From an optimization exercise on the open Yosys and OpenROAD flow, aimed at a short achievable clock period and few clock cycles per item; shortcuts taken in it are not production practice. Only simulation tests tie the RTL to the original design; equivalence was not proved. Power and IR drop assume default switching activity.

--- flow/config.mk ---
export PLATFORM = sky130hd
export DESIGN_NAME = session_table_idle_timeout_unit
export DESIGN_NICKNAME = session_table_idle_timeout_unit
export VERILOG_FILES = /design/flow/design.v
export SDC_FILE = /design/flow/constraint.sdc
export NUM_CORES = 4
export LEC_CHECK = 0
export ABC_CLOCK_PERIOD_IN_PS = 2500
export CAP_MARGIN = 30
export CORE_MARGIN = 2
export CORE_UTILIZATION = 40
export SLEW_MARGIN = 20
--- flow/constraint.sdc ---
create_clock -name core_clock -period 9.0 [get_ports {i_clk}]
set_input_delay 1.8000 -clock core_clock [delete_from_list [all_inputs] [get_ports {i_clk}]]
set_output_delay 1.8000 -clock core_clock [all_outputs]
set_load 0.01 [all_outputs]
--- flow/design.v ---
`default_nettype none
package sttu_pkg;
    localparam int SLOTS_DEF     = 8;
    localparam logic [31:0] TIMEOUT_RESET = 32'd3600;
    localparam int CMD_W   = 3;
    localparam int TIME_W  = 32;
    localparam int TOKEN_W = 64;
    localparam int SLOT_W  = 3;
    localparam int COUNT_W = 4;
    localparam int RES_W   = COUNT_W + 1 + SLOT_W + 1;
    localparam logic [CMD_W-1:0] CMD_CREATE      = 3'd0;
    localparam logic [CMD_W-1:0] CMD_VALIDATE    = 3'd1;
    localparam logic [CMD_W-1:0] CMD_DESTROY     = 3'd2;
    localparam logic [CMD_W-1:0] CMD_DESTROY_ALL = 3'd3;
    localparam logic [CMD_W-1:0] CMD_COUNT       = 3'd4;
endpackage
`default_nettype wire
`default_nettype none
import sttu_pkg::*;
module sttu_cmp_part (
    input  wire logic [sttu_pkg::TIME_W-1:0]    i_now,
    input  wire logic [2*sttu_pkg::TOKEN_W-1:0] i_tok,
    input  wire logic [sttu_pkg::TIME_W-1:0]    i_la,
    input  wire logic [sttu_pkg::TIME_W-1:0]    i_e,
    input  wire logic                           i_wb,
    input  wire logic [2*sttu_pkg::TOKEN_W-1:0] i_etok,
    output logic      [15:0]                    o_part
);
    for (genvar c = 0; c < 8; c++) begin : g_tok
        assign o_part[c] = (i_tok[16*c +: 16] == i_etok[16*c +: 16]);
    end
    assign o_part[8]  = (i_now[31:16] <  i_la[31:16]);
    assign o_part[9]  = (i_now[31:16] >  i_la[31:16]);
    assign o_part[10] = (i_now[15:0]  <  i_la[15:0]);
    assign o_part[11] = (i_now[15:0]  >  i_la[15:0]);
    assign o_part[12] = (i_e[31:16]   <  i_now[31:16]);
    assign o_part[13] = (i_e[31:16]   == i_now[31:16]);
    assign o_part[14] = (i_e[15:0]    <  i_now[15:0]);
    assign o_part[15] = i_wb;
endmodule
module sttu_cmp_fin (
    input  wire logic [15:0] i_part,
    output logic             o_eq,    
    output logic             o_lt,    
    output logic             o_gt,    
    output logic             o_nl     
);
    logic hi_eq, le;
    assign hi_eq = !i_part[8] && !i_part[9];
    assign o_eq  = &i_part[7:0];
    assign o_lt  = i_part[8] || (hi_eq && i_part[10]);
    assign o_gt  = i_part[9] || (hi_eq && i_part[11]);
    assign le    = !(i_part[12] || (i_part[13] && i_part[14]));
    assign o_nl  = i_part[15] ? (!o_lt || le) : (!o_lt && le);
endmodule
module sttu_cmp (
    input  wire logic [sttu_pkg::TIME_W-1:0]    i_now,
    input  wire logic [2*sttu_pkg::TOKEN_W-1:0] i_tok,
    input  wire logic [sttu_pkg::TIME_W-1:0]    i_la,
    input  wire logic [sttu_pkg::TIME_W-1:0]    i_e,
    input  wire logic                           i_wb,
    input  wire logic [2*sttu_pkg::TOKEN_W-1:0] i_etok,
    output logic                                o_eq,
    output logic                                o_lt,
    output logic                                o_gt,
    output logic                                o_nl
);
    logic le;
    assign o_eq = (i_tok == i_etok);
    assign o_lt = (i_now < i_la);
    assign o_gt = (i_la < i_now);
    assign le   = !(i_e < i_now);
    assign o_nl = i_wb ? (!o_lt || le) : (!o_lt && le);
endmodule
`default_nettype wire
`default_nettype none
import sttu_pkg::*;
module sttu_outq
#(
    parameter int DEPTH = 8,       
    parameter int LIMIT = 8        
) (
    input  wire logic                       i_clk,
    input  wire logic                       i_rst_n,
    input  wire logic                       i_acc,       
    input  wire logic                       i_hold,      
    input  wire logic                       i_res_v,     
    input  wire logic [sttu_pkg::RES_W-1:0] i_res,
    input  wire logic                       i_ready,     
    output logic                            o_valid,
    output logic [sttu_pkg::RES_W-1:0]      o_data,
    output logic                            o_tready
);
    localparam int PW = $clog2(DEPTH);
    logic [RES_W-1:0] mem [DEPTH];
    logic [PW-1:0]    r_rd, r_wr;
    logic             r_empty;
    logic [LIMIT-1:0] r_n;
    logic out_free, pop, push, dlv;
    logic [LIMIT-1:0] n_next;
    assign out_free = !o_valid || i_ready;
    assign pop      = out_free && !r_empty;
    assign push     = i_res_v && !(out_free && r_empty);
    assign dlv      = o_valid && i_ready;
    assign n_next = (i_acc && !dlv) ? {r_n[LIMIT-2:0], 1'b1} :
                    (!i_acc && dlv) ? {1'b0, r_n[LIMIT-1:1]} : r_n;
    always_ff @(posedge i_clk) begin
        if (!i_rst_n) begin
            o_valid  <= 1'b0;
            r_rd     <= '0;
            r_wr     <= '0;
            r_empty  <= 1'b1;
            r_n      <= '0;
            o_tready <= 1'b1;
        end else begin
            if (out_free) begin
                o_valid <= !r_empty || i_res_v;
            end
            if (pop) begin
                r_rd <= r_rd + PW'(1);
            end
            if (push) begin
                r_wr <= r_wr + PW'(1);
            end
            if (push) begin
                r_empty <= 1'b0;
            end else if (pop) begin
                r_empty <= (r_rd + PW'(1) == r_wr);
            end
            r_n      <= n_next;
            o_tready <= !n_next[LIMIT-1] && !i_hold;
        end
    end
    always_ff @(posedge i_clk) begin
        if (out_free) begin
            o_data <= r_empty ? i_res : mem[r_rd];
        end
        if (push) begin
            mem[r_wr] <= i_res;
        end
    end
endmodule
`default_nettype wire
`default_nettype none
import sttu_pkg::*;
module session_table_idle_timeout_unit
#(
    parameter int SLOTS = sttu_pkg::SLOTS_DEF
) (
    input  wire logic         i_clk,
    input  wire logic         i_rst_n,
    input  wire logic         i_cfg_valid,
    output logic              o_cfg_ready,
    input  wire logic [31:0]  i_cfg_data,       
    input  wire logic         i_s_axis_tvalid,
    output logic              o_s_axis_tready,
    input  wire logic [159:0] i_s_axis_tdata,   
    input  wire logic [2:0]   i_s_axis_tuser,   
    output logic              o_m_axis_tvalid,
    input  wire logic         i_m_axis_tready,
    output logic [15:0]       o_m_axis_tdata    
);
    localparam int TW = 2 * TOKEN_W;
    localparam int HW = TIME_W / 2;
    logic [TIME_W-1:0] r_timeout;
    logic              r_recalc1, r_recalc2;
    always_ff @(posedge i_clk) begin
        if (!i_rst_n) begin
            r_timeout <= TIMEOUT_RESET;
            r_recalc1 <= 1'b0;
            r_recalc2 <= 1'b0;
        end else begin
            if (i_cfg_valid) begin
                r_timeout <= i_cfg_data;
            end
            r_recalc1 <= i_cfg_valid;
            r_recalc2 <= r_recalc1;
        end
    end
    logic              tready;
    logic              acc;
    logic              s0_v;
    logic [CMD_W-1:0]  s0_cmd;
    logic [TIME_W-1:0] s0_now;
    logic [TW-1:0]     s0_tok;
    assign acc = i_rst_n && i_s_axis_tvalid && tready;
    always_ff @(posedge i_clk) begin
        s0_v   <= acc;
        s0_cmd <= i_s_axis_tuser;
        s0_now <= i_s_axis_tdata[31:0];
        s0_tok <= {i_s_axis_tdata[95:32], i_s_axis_tdata[159:96]};
    end
    logic              q_v;
    logic [CMD_W-1:0]  q_cmd;
    logic [TIME_W-1:0] q_now;
    logic [TW-1:0]     q_tok;
    logic [HW:0]       q_elo;           
    logic [16*SLOTS-1:0] q_part;
    logic [15:0]       q_party;
    logic              c_v;
    logic              c_create, c_validate, c_destroy, c_dall, c_count;
    logic [TIME_W-1:0] c_now;
    logic [TIME_W-1:0] c_e;
    logic              c_wb;
    logic [TW-1:0]     c_tok;
    logic [SLOTS-1:0]  c_pm, c_pnl, c_plt, c_pgt;
    logic              c_zm, c_znl, c_zlt, c_zgt;
    logic [SLOTS-1:0]  w_t, w_l;
    logic [TIME_W-1:0] w_now;
    logic [TIME_W-1:0] w_e;
    logic              w_wb;
    logic [TW-1:0]     w_tok;
    logic [SLOTS-1:0]  r_v;
    logic [SLOTS*SLOTS-1:0] r_m;
    logic [15:0] p_partx;
    logic [15:0] p_party;
    logic [16*SLOTS-1:0] p_part;
    for (genvar k = 0; k < SLOTS; k++) begin : g_slot
        logic [TW-1:0]     tok;
        logic [TIME_W-1:0] la;
        logic [TIME_W-1:0] e;
        logic              wb;
        logic              elo_c;
        logic [15:0]       part;
        always_ff @(posedge i_clk) begin
            if (w_t[k]) begin
                tok <= w_tok;
            end
            if (w_l[k]) begin
                la <= w_now;
                e  <= w_e;
                wb <= w_wb;
            end else if (r_recalc1) begin
                {elo_c, e[HW-1:0]} <= {1'b0, la[HW-1:0]} + {1'b0, r_timeout[HW-1:0]};
            end else if (r_recalc2) begin
                {wb, e[TIME_W-1:HW]} <= {1'b0, la[TIME_W-1:HW]} + {1'b0, r_timeout[TIME_W-1:HW]}
                                        + (HW+1)'(elo_c);
            end
        end
        sttu_cmp_part u_part (
            .i_now  (s0_now),
            .i_tok  (s0_tok),
            .i_la   (la),
            .i_e    (e),
            .i_wb   (wb),
            .i_etok (tok),
            .o_part (part)
        );
        assign p_part[16*k +: 8]   = w_t[k] ? p_partx[7:0]  : part[7:0];
        assign p_part[16*k+8 +: 8] = w_l[k] ? p_partx[15:8] : part[15:8];
    end
    sttu_cmp_part u_part_x (
        .i_now  (s0_now),
        .i_tok  (s0_tok),
        .i_la   (w_now),
        .i_e    (w_e),
        .i_wb   (w_wb),
        .i_etok (w_tok),
        .o_part (p_partx)
    );
    sttu_cmp_part u_part_y (
        .i_now  (s0_now),
        .i_tok  (s0_tok),
        .i_la   (c_now),
        .i_e    (c_e),
        .i_wb   (c_wb),
        .i_etok (c_tok),
        .o_part (p_party)
    );
    always_ff @(posedge i_clk) begin
        if (!i_rst_n) begin
            q_v <= 1'b0;
        end else begin
            q_v <= s0_v;
        end
        q_cmd   <= s0_cmd;
        q_now   <= s0_now;
        q_tok   <= s0_tok;
        q_elo   <= {1'b0, s0_now[HW-1:0]} + {1'b0, r_timeout[HW-1:0]};
        q_part  <= p_part;
        q_party <= p_party;
    end
    logic [SLOTS-1:0] f_eq, f_lt, f_gt, f_nl;
    logic             y_eq, y_lt, y_gt, y_nl;
    logic             z_eq, z_lt, z_gt, z_nl;
    logic [HW:0]      p_ehi;
    for (genvar k = 0; k < SLOTS; k++) begin : g_fin
        sttu_cmp_fin u_fin (
            .i_part (q_part[16*k +: 16]),
            .o_eq   (f_eq[k]),
            .o_lt   (f_lt[k]),
            .o_gt   (f_gt[k]),
            .o_nl   (f_nl[k])
        );
    end
    sttu_cmp_fin u_fin_y (
        .i_part (q_party),
        .o_eq   (y_eq),
        .o_lt   (y_lt),
        .o_gt   (y_gt),
        .o_nl   (y_nl)
    );
    sttu_cmp u_cmp_z (
        .i_now  (q_now),
        .i_tok  (q_tok),
        .i_la   (c_now),
        .i_e    (c_e),
        .i_wb   (c_wb),
        .i_etok (c_tok),
        .o_eq   (z_eq),
        .o_lt   (z_lt),
        .o_gt   (z_gt),
        .o_nl   (z_nl)
    );
    assign p_ehi = {1'b0, q_now[TIME_W-1:HW]} + {1'b0, r_timeout[TIME_W-1:HW]} + (HW+1)'(q_elo[HW]);
    always_ff @(posedge i_clk) begin
        if (!i_rst_n) begin
            c_v <= 1'b0;
        end else begin
            c_v <= q_v;
        end
        c_create   <= (q_cmd == CMD_CREATE);
        c_validate <= (q_cmd == CMD_VALIDATE);
        c_destroy  <= (q_cmd == CMD_DESTROY);
        c_dall     <= (q_cmd == CMD_DESTROY_ALL);
        c_count    <= (q_cmd == CMD_COUNT);
        c_now      <= q_now;
        c_e        <= {p_ehi[HW-1:0], q_elo[HW-1:0]};
        c_wb       <= p_ehi[HW];
        c_tok      <= q_tok;
        for (int k = 0; k < SLOTS; k++) begin
            c_pm[k]  <= w_t[k] ? y_eq : f_eq[k];
            c_pnl[k] <= w_l[k] ? y_nl : f_nl[k];
            c_plt[k] <= w_l[k] ? y_lt : f_lt[k];
            c_pgt[k] <= w_l[k] ? y_gt : f_gt[k];
        end
        c_zm  <= z_eq;
        c_znl <= z_nl;
        c_zlt <= z_lt;
        c_zgt <= z_gt;
    end
    logic [SLOTS-1:0] m, nl, lt, gt;
    logic [SLOTS-1:0] live, hit, ff, fh, ev, sc;
    logic [SLOTS-1:0] n_v, n_t, n_l;
    logic             any_free, any_hit;
    logic [SLOT_W-1:0] slot_c, slot_h;
    always_comb begin
        for (int k = 0; k < SLOTS; k++) begin
            m[k]  = w_t[k] ? c_zm  : c_pm[k];
            nl[k] = w_l[k] ? c_znl : c_pnl[k];
            lt[k] = w_l[k] ? c_zlt : c_plt[k];
            gt[k] = w_l[k] ? c_zgt : c_pgt[k];
        end
        live = r_v & nl;
        hit  = r_v & m;
        any_free = 1'b0;
        any_hit  = 1'b0;
        for (int k = 0; k < SLOTS; k++) begin
            ff[k] = !live[k] && !any_free;
            fh[k] = hit[k] && !any_hit;
            any_free = any_free || !live[k];
            any_hit  = any_hit || hit[k];
        end
        for (int i = 0; i < SLOTS; i++) begin
            ev[i] = 1'b1;
            for (int j = 0; j < SLOTS; j++) begin
                if (j < i) begin
                    ev[i] = ev[i] && r_m[i*SLOTS+j];
                end else if (j > i) begin
                    ev[i] = ev[i] && !r_m[j*SLOTS+i];
                end
            end
        end
        sc = any_free ? ff : ev;
        n_t = '0;
        n_l = '0;
        n_v = r_v;
        if (c_v) begin
            if (c_create) begin
                n_v = live | sc;
                n_t = sc;
                n_l = sc;
            end
            if (c_count) begin
                n_v = live;
            end
            if (c_validate) begin
                n_v = r_v & ~(fh & ~nl);
                n_l = fh & nl;
            end
            if (c_destroy) begin
                n_v = r_v & ~fh;
            end
            if (c_dall) begin
                n_v = '0;
            end
        end
        slot_c = '0;
        slot_h = '0;
        for (int k = 0; k < SLOTS; k++) begin
            if (sc[k]) slot_c = slot_c | SLOT_W'(k);
            if (fh[k]) slot_h = slot_h | SLOT_W'(k);
        end
    end
    logic              r1_v;
    logic              r1_create, r1_validate, r1_destroy, r1_count;
    logic              r1_any_free, r1_any_hit, r1_ok_v;
    logic [SLOT_W-1:0] r1_slot_c, r1_slot_h;
    logic [SLOTS-1:0]  r1_live;
    always_ff @(posedge i_clk) begin
        if (!i_rst_n) begin
            r_v  <= '0;
            w_t  <= '0;
            w_l  <= '0;
            r1_v <= 1'b0;
        end else begin
            r_v  <= n_v;
            w_t  <= n_t;
            w_l  <= n_l;
            r1_v <= c_v;
        end
        w_now <= c_now;
        w_e   <= c_e;
        w_wb  <= c_wb;
        w_tok <= c_tok;
        r1_create   <= c_create;
        r1_validate <= c_validate;
        r1_destroy  <= c_destroy;
        r1_count    <= c_count;
        r1_any_free <= any_free;
        r1_any_hit  <= any_hit;
        r1_ok_v     <= |(fh & nl);
        r1_slot_c   <= slot_c;
        r1_slot_h   <= slot_h;
        r1_live     <= live;
        for (int i = 0; i < SLOTS; i++) begin
            for (int j = 0; j < SLOTS; j++) begin
                if (i == j) begin
                    r_m[i*SLOTS+j] <= 1'b0;
                end else if (n_l[i]) begin
                    r_m[i*SLOTS+j] <= lt[j];
                end else if (n_l[j]) begin
                    r_m[i*SLOTS+j] <= gt[i];
                end
            end
        end
    end
    logic [COUNT_W-1:0] cnt;
    logic [RES_W-1:0]   res;
    logic               r2_v;
    logic [RES_W-1:0]   r2_res;
    always_comb begin
        cnt = '0;
        for (int k = 0; k < SLOTS; k++) begin
            cnt = cnt + COUNT_W'(r1_live[k]);
        end
        res = '0;
        if (r1_create) begin
            res = {COUNT_W'(0), !r1_any_free, r1_slot_c, 1'b1};
        end
        if (r1_validate) begin
            res = {COUNT_W'(0), 1'b0, r1_slot_h, r1_ok_v};
        end
        if (r1_destroy) begin
            res = {COUNT_W'(0), 1'b0, r1_slot_h, r1_any_hit};
        end
        if (r1_count) begin
            res = {cnt, 1'b0, SLOT_W'(0), 1'b0};
        end
    end
    always_ff @(posedge i_clk) begin
        if (!i_rst_n) begin
            r2_v <= 1'b0;
        end else begin
            r2_v <= r1_v;
        end
        r2_res <= res;
    end
    logic [RES_W-1:0] out_res;
    sttu_outq u_outq (
        .i_clk    (i_clk),
        .i_rst_n  (i_rst_n),
        .i_acc    (acc),
        .i_hold   (i_cfg_valid || r_recalc1),
        .i_res_v  (r2_v),
        .i_res    (r2_res),
        .i_ready  (i_m_axis_tready),
        .o_valid  (o_m_axis_tvalid),
        .o_data   (out_res),
        .o_tready (tready)
    );
    assign o_cfg_ready     = 1'b1;
    assign o_s_axis_tready = tready;
    assign o_m_axis_tdata  = {{(16-RES_W){1'b0}}, out_res};
endmodule
`default_nettype wire
--- flow/flow/run.sh ---
#!/bin/bash
set -euo pipefail
MARGIN=6
bash standard.sh SETUP_SLACK_MARGIN=$MARGIN finish > standard_flow.log 2>&1
--- flow/standard.sh ---
#!/bin/bash
# synth_recipe.tcl (not shown) runs the flow's synth.tcl, then flattens the netlist and writes it again
# the make line also repeats each setting of config.mk as NAME=value (left out here)
make -C /OpenROAD-flow-scripts/flow DESIGN_CONFIG=/design/flow/config.mk WORK_HOME=/design/flow/orfs CLKGATE_MAP_FILE= SYNTH_SCRIPT=/design/flow/synth_recipe.tcl "${@:-finish}"
==> summary.txt <==
routing by layer:
layer | wire (um) | track usage
met1 | 160000 | 0.311
met2 | 182000 | 0.397
met3 | 23300 | 0.0284
met4 | 23500 | 0.130
met5 | 0 | 0
synthesized netlist by cell type (53+ instances only):
library cell	number	share of area
edfxtp_1	1661	0.40
xor2_1	1192	0.085
dfxtp_1	1023	0.17
ha_1	978	0.099
inv_1	543	0.017
nand2_1	508	0.015
o21ai_0	481	0.020
a21oi_1	438	0.018
xnor2_1	409	0.029
nor4_1	305	0.015
nand4_1	266	0.014
a21o_1	234	0.014
clkbuf_1	221	0.0067
nor2_1	205	0.0062
nand3_1	130	0.0053
nor2b_1	129	0.0065
o21a_1	125	0.0076
nand2b_1	102	0.0052
mux2i_1	90	0.0073
nor3_1	87	0.0035
a211oi_1	55	0.0034
mux2_2	53	0.0048
state kept, by name (all words and copies together), names as in the netlist, 72 cells and up, named ones only:
signal	flops
s0_tok	128
c_tok	128
g_slot.la	256
g_slot.tok	1024
q_tok	128
u_outq.mem	72
g_slot.e	256
q_part	127
w_tok	128
placed cells by master (no fill, tap or decap), drive strengths merged, types with 125 or more instances in the layout:
cell type / netlist / final
o21ai: 483 / 483
xor2: 1192 / 1192
xnor2: 409 / 409
edfxtp: 1661 / 1661
a21o: 234 / 234
nor4: 307 / 307
nor2: 205 / 205
dfxtp: 1023 / 1023
nor2b: 129 / 129
buf: 62 / 253
a21oi: 438 / 438
nand3: 130 / 130
o21a: 125 / 125
clkbuf: 229 / 429
inv: 543 / 543
clkdlybuf4s50: 0 / 197
nand4: 266 / 266
nand2: 508 / 508
ha: 978 / 978
worst max path at each step:
stage,from,end,slack (ns),depth (start not counted)
global route,u_outq.o_data[6],o_m_axis_tdata[6],5.76,1
floorplan,w_t[1],r_m[40],5.54,7
CTS,u_outq.o_data[6],o_m_axis_tdata[6],5.73,1
detailed placement,r_timeout[1],g_slot[5].e[14],5.13,10
global placement,r_timeout[1],g_slot[5].e[14],5.14,10
finish,u_outq.o_data[6],o_m_axis_tdata[6],5.79,1
logic make-up after synthesis:
logic type | synth area share
adders and majority gates | 0.105
other | 0.0000609
AOI/OAI and AO/OA | 0.0868
xor gates and xnor gates | 0.114
and+or+nand+nor | 0.0820
muxes | 0.0156
buffers and inverters | 0.0259
DFF | 0.571
stage by stage:
step           instances  utilization  area (um^2)  worst slack, ns  hold WS, ns
3_3_place_gp       14100        0.426       130000             5.14        0.311
4_1_cts            14700        0.461       141000             5.73        0.314
6_report           14700        0.464       142000             5.79        0.316
5_1_grt            14700        0.464       142000             5.76        0.319
3_5_place_dp       14100        0.427       131000             5.13        0.312
2_1_floorplan       9921            -       123000             5.54        0.310
report_power, final:
group	leakage (nW)	switching (mW)	total, mW	internal (mW)
logic	26.6	1.31	2.32	1.01
registers	23.6	0.697	14.1	13.4
clock network	4.69	5.00	12.0	7.00
total	54.9	7.00	28.4	21.4
timing repair:
item | in CTS | in global routing
pin swaps | 22 | 61
setup endpoints to repair | 265 | 145
setup buffers | 62 | 37
gates resized for setup | 195 | 103
layout make-up:
cell class | instances | area [um^2]
multi-input combinational | 6403 | 50600
tap | 4100 | 5130
timing repair buffer | 451 | 4250
antenna | 5 | 12.5
clock buffer | 429 | 8720
clock inverter | 102 | 826
sequential | 2684 | 70500
inverter | 543 | 2090
fill | 27400 | 164000
==> impl_metrics.env <==
export IMPL_reg2reg_to="g_slot[5].wb"
export IMPL_worstHoldPathType="flip-flop to flip-flop"
export IMPL_cts_buffers_inserted=296
export IMPL_r2r_start="g_slot[5].elo_c"
export IMPL_synthArstFlopShare=0
export IMPL_drcViolationCount=0
export IMPL_vias_per_cell=5.49
export IMPL_antenna_left=0
export IMPL_dieArea_mm2=0.313
export IMPL_whs_path_depth=0
export IMPL_critPathBufInv=1
export IMPL_rsz0062_at_grt="true"
export IMPL_wirelength_um=389000
export IMPL_r2r_slack_ns=5.89
export IMPL_fp_row_count=203
export IMPL_grt_first_pass_wirelength_um=556000
export IMPL_cts_hold_fix_buffers=0
export IMPL_fmax_mhz=311
export IMPL_setup_tns_ns=0
export IMPL_htree_levels=5
export IMPL_cp_max_fo=1
export IMPL_yosysSeqAreaShare=0.571
export IMPL_initial_core_util=0.402
export IMPL_critPathMaxStageDelay_ns=0.41
export IMPL_track_usage=0.242
export IMPL_core_area_mm2=0.306
export IMPL_num_vias=80700
export IMPL_startpoint_type="flip-flop"
export IMPL_gp_congestion=0.921
export IMPL_drtIter0Drc=7036
export IMPL_p_per_area_mw_per_mm2=200
export IMPL_slew_viol_final=0
export IMPL_final_nets=11600
export IMPL_post_route_period_util=0.357
export IMPL_path_delay_family="flip-flops"
export IMPL_synth_ff_type="edfxtp_1"
export IMPL_status="complete, no violations"
export IMPL_cts_sinks=2684
export IMPL_p_leak_nw=54.9
export IMPL_cts_tree="built"
export IMPL_ctsRootBufferMaster="clkbuf_16"
export IMPL_max_cap_viol_count=0
export IMPL_synth_seq_cells=2684
export IMPL_grt_overflow=0
export IMPL_synth_cells=9915
export IMPL_synth_cell_type_count=90
export IMPL_crit_type="flip-flop to output pin"
export IMPL_synth_area_per_cell_um2=12.4
export IMPL_drt_pre_antenna_iters=5
export IMPL_skew_ns=0.0793
export IMPL_fp_dieW_um=559
export IMPL_fp_dieH_um=559
export IMPL_synth_edf_count=1661
export IMPL_port_buffers=210
export IMPL_clk_pin_slew_ns=0.05
export IMPL_yosysWarnings=2
export IMPL_antenna_found_initial=18
export IMPL_io_pins=219
export IMPL_clockBufferDepth=4
export IMPL_min_period_ns=3.21
export IMPL_dp_hpwl_um=273000
export IMPL_cp_arrival_ns=1.41
export IMPL_p_total_mw=28.4
export IMPL_worst_ep_required_time_ns=7.20
export IMPL_areaGrowthSynthToFinish_pct=15.3
export IMPL_layout_drive_gt1_share=0.0964
export IMPL_setup_viol=0
export IMPL_hold_end="c_e[0]"
export IMPL_min_delay_start="q_elo[0]"
export IMPL_insertion_delay_ns=0.88
export IMPL_crit_chain="buf_2"
export IMPL_worst_setup_path_end_kind="output pin"
export IMPL_syn_area_mm2=0.123
export IMPL_slew_headroom=0.253
export IMPL_finalHoldViolations=0
export IMPL_worstRegToRegCells=11
export IMPL_grt_pass1_vias=80900
export IMPL_routedWlPerCell_um=26.4
export IMPL_tightest_slew_ns=1.12
export IMPL_ir_drop_v=0.000176
export IMPL_cpMaxStageDelayCell="edfxtp_1"
export IMPL_grt_max_degree=106
Testbench counts, summed over its fixed seeds: cycles 4,848, items 4,800.

re-timing with driven ports:
The flow's constraints put no driver on any port. The routed layout listed below was extracted and timed again, unchanged, in two steps. Step 1 sets driving cells, clkbuf_16 on the clock port and buf_2 on the other inputs (assumed; they add their load-dependent delay and slew). Step 2 also shifts input and output timing later by t, the mid clock arrival at the registers, as if the neighbouring blocks saw the same clock. a / b / c = ideal / step 1 / step 2; a / b = the first two.
t, ns: 0.943
setup WS [ns]: 5.785 / 5.687 / 5.268
worst setup path after step 2: input to register
worst data-port slew with drivers (ns): 0.15
pins driven straight from the clock port: 1
After both steps setup and hold are still met in this run. The setup slack of this run moves by -0.098 ns with the drivers and by -0.517 ns with both steps.
